Context: an optimization exercise on an open-source flow, tuned for small area, a short achievable clock period and few clock cycles per item. The choices shown serve that exercise and are no tape-out recipe. Where RTL was checked, it was by simulation tests only, not by an equivalence proof against the original. Power is estimated from default activity; no workload was simulated.

// frame_buffer_pool_manager_top
module frame_buffer_pool_manager_top
(
    input  wire logic        clk,
    input  wire logic        rst_n,
    input  wire logic        start,
    output logic             busy,
    input  wire logic [34:0] request,
    output logic             done,
    output logic [44:0]      result
);
==> module fbpm_datapath, before the edit <==
module fbpm_datapath
(
    input  wire logic        clk,
    input  wire logic        rst_n,
    input  wire logic        v,
    input  wire logic        pn,
    input  wire logic        ps,
    input  wire logic        cs,
    input  wire logic        rt,
    input  wire logic        cl,
    input  wire logic        rp,
    input  wire logic [1:0]  idx,
    output logic             done,
    output logic [44:0]      result
);
    logic [1:0]  free_stack  [4];
    logic [3:0]  free_set;       
    logic [1:0]  flight_list [4];
    logic [3:0]  flight_v;       
    logic        ready_flag;
    logic [1:0]  ready_slot;
    logic        ready_zero;
    logic [31:0] paint_gen;
    logic [31:0] uploaded_gen;
    logic        gen_gt;
    logic        gens_zero;
    logic [2:0]  free_cnt;
    logic [2:0]  flight_cnt;
    logic        acc_q;
    logic        gen_nz_q;
    logic        repl_q;
    logic        reinit_q;
    logic [1:0]  free_stack_n  [4];
    logic [1:0]  flight_list_n [4];
    logic        ready_flag_n;
    logic [1:0]  ready_slot_n;
    logic        ready_zero_n;
    logic [31:0] paint_gen_n;
    logic [31:0] uploaded_gen_n;
    logic        gen_gt_n;
    logic        gens_zero_n;
    logic [2:0]  free_cnt_n;
    logic [3:0]  free_set_n;
    logic [2:0]  flight_cnt_n;
    logic [31:0] paint_gen_inc;
    logic        acc_n;
    logic        gen_nz_n;
    logic        ready_hit;
    logic        idx_hit;
    logic [3:0]  fl_match;
    logic [3:0]  fl_kill;
    logic        grant_pop;
    logic        grant_paint;
    logic        grant_cons;
    logic        push_ready;
    logic        pop_shift;
    logic        ret_push;
    logic        ret_fl;
    logic        append;
    logic        gen_eq;
    assign flight_v = {flight_cnt[2],
                       flight_cnt[2] || (flight_cnt[1] && flight_cnt[0]),
                       flight_cnt[2] || flight_cnt[1],
                       flight_cnt != 3'd0};
    assign gen_eq        = (paint_gen == uploaded_gen);
    assign paint_gen_inc = paint_gen + 32'd1;
    assign ready_hit = free_set[ready_slot] && (free_stack[0] != ready_slot);
    assign idx_hit   = free_set[idx];
    always_comb
    begin
        for (int i = 0; i < 4; i++)
            fl_match[i] = flight_v[i] && (flight_list[i] == idx);
        fl_kill[0] = fl_match[0];
        for (int i = 1; i < 4; i++)
            fl_kill[i] = fl_kill[i-1] || fl_match[i];
    end
    assign grant_pop   = ps && (free_cnt != 3'd0);
    assign grant_paint = ps && ((free_cnt != 3'd0) || ready_flag);
    assign grant_cons  = cs && ready_flag && gen_gt;
    assign push_ready  = grant_pop && ready_flag && !ready_hit;
    assign pop_shift   = grant_pop && !push_ready;
    assign ret_push    = rt && !idx_hit && !free_cnt[2];
    assign ret_fl      = rt && fl_kill[3];
    assign append      = grant_cons && !flight_v[3];
    always_comb
    begin
        for (int i = 0; i < 4; i++)
            free_stack_n[i] = free_stack[i];
        free_cnt_n = free_cnt;
        free_set_n = free_set;
        if (pn)
        begin
            free_stack_n[0] = 2'd2;
            free_stack_n[1] = 2'd1;
            free_stack_n[2] = 2'd0;
            free_cnt_n      = 3'd3;
            free_set_n      = 4'b0111;
        end
        else if (rp)
        begin
            free_cnt_n = 3'd0;
            free_set_n = 4'b0000;
        end
        else if (push_ready)
        begin
            free_stack_n[0] = ready_slot;
            free_set_n[free_stack[0]] = 1'b0;
            free_set_n[ready_slot]    = 1'b1;
        end
        else if (pop_shift)
        begin
            for (int i = 0; i < 3; i++)
                free_stack_n[i] = free_stack[i+1];
            free_cnt_n = free_cnt - 3'd1;
            free_set_n[free_stack[0]] = 1'b0;
        end
        else if (ret_push)
        begin
            for (int i = 1; i < 4; i++)
                free_stack_n[i] = free_stack[i-1];
            free_stack_n[0] = idx;
            free_cnt_n = free_cnt + 3'd1;
            free_set_n[idx] = 1'b1;
        end
        for (int i = 0; i < 4; i++)
            flight_list_n[i] = flight_list[i];
        flight_cnt_n = flight_cnt;
        if (pn || rp)
        begin
            flight_cnt_n = 3'd0;
        end
        else if (append)
        begin
            for (int i = 1; i < 4; i++)
                flight_list_n[i] = flight_list[i-1];
            flight_list_n[0] = ready_slot;
            flight_cnt_n = flight_cnt + 3'd1;
        end
        else if (ret_fl)
        begin
            for (int i = 0; i < 3; i++)
                if (fl_kill[i])
                    flight_list_n[i] = flight_list[i+1];
            flight_cnt_n = flight_cnt - 3'd1;
        end
        if (pn || grant_paint)
            ready_flag_n = 1'b1;
        else if (grant_cons || rp)
            ready_flag_n = 1'b0;
        else
            ready_flag_n = ready_flag;
        if (pn)
            ready_slot_n = 2'd3;
        else if (grant_pop)
            ready_slot_n = free_stack[0];
        else
            ready_slot_n = ready_slot;
        if (pn || grant_paint)
            ready_zero_n = 1'b0;
        else if (rt && (idx == ready_slot))
            ready_zero_n = 1'b1;
        else
            ready_zero_n = ready_zero;
        if (pn || (grant_paint && gens_zero))
            paint_gen_n = 32'd1;
        else if (grant_paint)
            paint_gen_n = paint_gen_inc;
        else
            paint_gen_n = paint_gen;
        if (pn || (grant_paint && gens_zero) || (grant_cons && ready_zero))
            uploaded_gen_n = 32'd0;
        else if (cl || grant_cons)
            uploaded_gen_n = paint_gen;
        else
            uploaded_gen_n = uploaded_gen;
        if (rp)
            gens_zero_n = 1'b1;
        else if (pn || grant_paint)
            gens_zero_n = 1'b0;
        else
            gens_zero_n = gens_zero;
        if (pn)
            gen_gt_n = 1'b1;
        else if (cl)
            gen_gt_n = 1'b0;
        else if (grant_cons)
            gen_gt_n = ready_zero;
        else if (grant_paint)
            gen_gt_n = gens_zero ||
                       ((paint_gen != 32'hffff_ffff) && (gen_gt || gen_eq));
        else
            gen_gt_n = gen_gt;
    end
    assign acc_n    = pn || grant_paint || grant_cons;
    assign gen_nz_n = pn || grant_paint || (grant_cons && !ready_zero);
    always_ff @(posedge clk or negedge rst_n)
    begin
        if (!rst_n)
        begin
            free_cnt   <= '0;
            free_set   <= '0;
            flight_cnt <= '0;
            ready_flag <= 1'b0;
            gens_zero  <= 1'b1;
            done       <= 1'b0;
        end
        else
        begin
            free_cnt   <= free_cnt_n;
            free_set   <= free_set_n;
            flight_cnt <= flight_cnt_n;
            ready_flag <= ready_flag_n;
            gens_zero  <= gens_zero_n;
            done       <= v;
        end
    end
    always_ff @(posedge clk)
    begin
        for (int i = 0; i < 4; i++)
        begin
            free_stack[i]  <= free_stack_n[i];
            flight_list[i] <= flight_list_n[i];
        end
        ready_slot   <= ready_slot_n;
        ready_zero   <= ready_zero_n;
        paint_gen    <= paint_gen_n;
        uploaded_gen <= uploaded_gen_n;
        gen_gt       <= gen_gt_n;
        acc_q        <= acc_n;
        gen_nz_q     <= gen_nz_n;
        repl_q       <= ps && ready_flag;
        reinit_q     <= pn;
    end
    assign result = {acc_q,
                     ready_slot & {2{acc_q}},
                     paint_gen & {32{gen_nz_q}},
                     repl_q,
                     reinit_q,
                     free_cnt,
                     ready_flag,
                     flight_cnt,
                     ready_flag && gen_gt};
endmodule
==> flow/config.mk <==
export PLATFORM = sky130hd
export DESIGN_NAME = frame_buffer_pool_manager_top
export DESIGN_NICKNAME = frame_buffer_pool_manager_top
export VERILOG_FILES = /design/flow/design.v
export SDC_FILE = /design/flow/constraint.sdc
export NUM_CORES = 4
export LEC_CHECK = 0
export CAP_MARGIN = 20
export CORE_MARGIN = 2
export CORE_UTILIZATION = 55
export PLACE_DENSITY = 0.7
export SETUP_SLACK_MARGIN = 3.7
export SLEW_MARGIN = 20
==> flow/constraint.sdc <==
create_clock -name core_clock -period 6.0 [get_ports {clk}]
set_input_delay 1.2000 -clock core_clock [delete_from_list [all_inputs] [get_ports {clk}]]
set_output_delay 1.2000 -clock core_clock [all_outputs]
set_load 0.01 [all_outputs]
standard.sh (not shown) runs the stock make flow with config.mk's settings and CLKGATE_MAP_FILE= SYNTH_SCRIPT=/design/flow/synth_recipe.tcl, a recipe that flattens the netlist after the stock synthesis.
==> flow/flow/run.sh <==
#!/bin/bash
# The standard layout, with these ORFS settings changed:
export BUFFER_PORTS_ARGS="-buffer_cell sky130_fd_sc_hd__buf_2"
export CTS_ARGS="-sink_clustering_enable -repair_clock_nets -dont_use_dummy_load -buf_list sky130_fd_sc_hd__clkbuf_8"
bash standard.sh > standard.log 2>&1
The baseline went through all stages and came out clean.
Then changed:
--- a/flow/design.v
+++ b/flow/design.v
@@ -95,5 +95,5 @@
 );
     logic [1:0]  free_stack  [4];
-    logic [3:0]  free_set;       
+    logic [3:0]  free_v;         
     logic [1:0]  flight_list [4];
     logic [3:0]  flight_v;       
@@ -121,5 +121,4 @@
     logic        gens_zero_n;
     logic [2:0]  free_cnt_n;
-    logic [3:0]  free_set_n;
     logic [2:0]  flight_cnt_n;
     logic [31:0] paint_gen_inc;
@@ -139,4 +138,8 @@
     logic        append;
     logic        gen_eq;
+    assign free_v   = {free_cnt[2],
+                       free_cnt[2] || (free_cnt[1] && free_cnt[0]),
+                       free_cnt[2] || free_cnt[1],
+                       free_cnt != 3'd0};
     assign flight_v = {flight_cnt[2],
                        flight_cnt[2] || (flight_cnt[1] && flight_cnt[0]),
@@ -145,20 +148,26 @@
     assign gen_eq        = (paint_gen == uploaded_gen);
     assign paint_gen_inc = paint_gen + 32'd1;
-    assign ready_hit = free_set[ready_slot] && (free_stack[0] != ready_slot);
-    assign idx_hit   = free_set[idx];
     always_comb
     begin
+        ready_hit = 1'b0;
+        idx_hit   = 1'b0;
         for (int i = 0; i < 4; i++)
+        begin
+            if ((i > 0) && free_v[i] && (free_stack[i] == ready_slot))
+                ready_hit = 1'b1;
+            if (free_v[i] && (free_stack[i] == idx))
+                idx_hit = 1'b1;
             fl_match[i] = flight_v[i] && (flight_list[i] == idx);
+        end
         fl_kill[0] = fl_match[0];
         for (int i = 1; i < 4; i++)
             fl_kill[i] = fl_kill[i-1] || fl_match[i];
     end
-    assign grant_pop   = ps && (free_cnt != 3'd0);
-    assign grant_paint = ps && ((free_cnt != 3'd0) || ready_flag);
+    assign grant_pop   = ps && free_v[0];
+    assign grant_paint = ps && (free_v[0] || ready_flag);
     assign grant_cons  = cs && ready_flag && gen_gt;
     assign push_ready  = grant_pop && ready_flag && !ready_hit;
     assign pop_shift   = grant_pop && !push_ready;
-    assign ret_push    = rt && !idx_hit && !free_cnt[2];
+    assign ret_push    = rt && !idx_hit && !free_v[3];
     assign ret_fl      = rt && fl_kill[3];
     assign append      = grant_cons && !flight_v[3];
@@ -168,5 +177,4 @@
             free_stack_n[i] = free_stack[i];
         free_cnt_n = free_cnt;
-        free_set_n = free_set;
         if (pn)
         begin
@@ -175,16 +183,12 @@
             free_stack_n[2] = 2'd0;
             free_cnt_n      = 3'd3;
-            free_set_n      = 4'b0111;
         end
         else if (rp)
         begin
             free_cnt_n = 3'd0;
-            free_set_n = 4'b0000;
         end
         else if (push_ready)
         begin
             free_stack_n[0] = ready_slot;
-            free_set_n[free_stack[0]] = 1'b0;
-            free_set_n[ready_slot]    = 1'b1;
         end
         else if (pop_shift)
@@ -193,5 +197,4 @@
                 free_stack_n[i] = free_stack[i+1];
             free_cnt_n = free_cnt - 3'd1;
-            free_set_n[free_stack[0]] = 1'b0;
         end
         else if (ret_push)
@@ -201,5 +204,4 @@
             free_stack_n[0] = idx;
             free_cnt_n = free_cnt + 3'd1;
-            free_set_n[idx] = 1'b1;
         end
         for (int i = 0; i < 4; i++)
@@ -279,5 +281,4 @@
         begin
             free_cnt   <= '0;
-            free_set   <= '0;
             flight_cnt <= '0;
             ready_flag <= 1'b0;
@@ -288,5 +289,4 @@
         begin
             free_cnt   <= free_cnt_n;
-            free_set   <= free_set_n;
             flight_cnt <= flight_cnt_n;
             ready_flag <= ready_flag_n;
Core utilization decreases by 0.52 points.
Non-clock buffer count goes down by 4.
Final cell count went down by 6.0%.
Die area falls by 4.2%.
Sequential power barely changes.
Combinational power goes down by 10%.
Critical path depth does not change.
Setup slack loses 0.013 ns.
Wire length falls by 7.9%.
Total power is lower by 2.9%.
Worst hold slack improved by 0.0063 ns.
Final area decreases by 5.2%.
Testbench counts after the change, summed over its fixed seeds: cycles 9,616, items 9,600.
No functional check of the RTL was part of the first run of this note.

-- afterwards: timing with drivers on the ports --
No port has a modelled driver above. Below, the same layouts with a new extraction and two added sets of constraints. Step 1: set_driving_cell puts a clkbuf_16 on clk and a buf_2 on each other input, an assumption about the parent block. Step 2 moves the port delays by t, midway between the first and last clock arrival at a register: inputs arrive t later, outputs are due t later. That takes back most of the time a late clock gives input paths. a / b / c = no drivers / after step 1 / after step 2; a / b = the first two.
run | t, ns | setup WS [ns] | slew at the worst register clock pin (ns)
the first run | 0.470 | 3.560 / 3.524 / 3.436 | 0.08 / 0.08
the second run | 0.474 | 3.548 / 3.512 / 3.437 | 0.08 / 0.08
After both steps setup and hold are still met in every run listed. For the first run, which loses most, drivers alone change the setup slack by -0.036 ns; drivers and shift together by -0.124 ns.
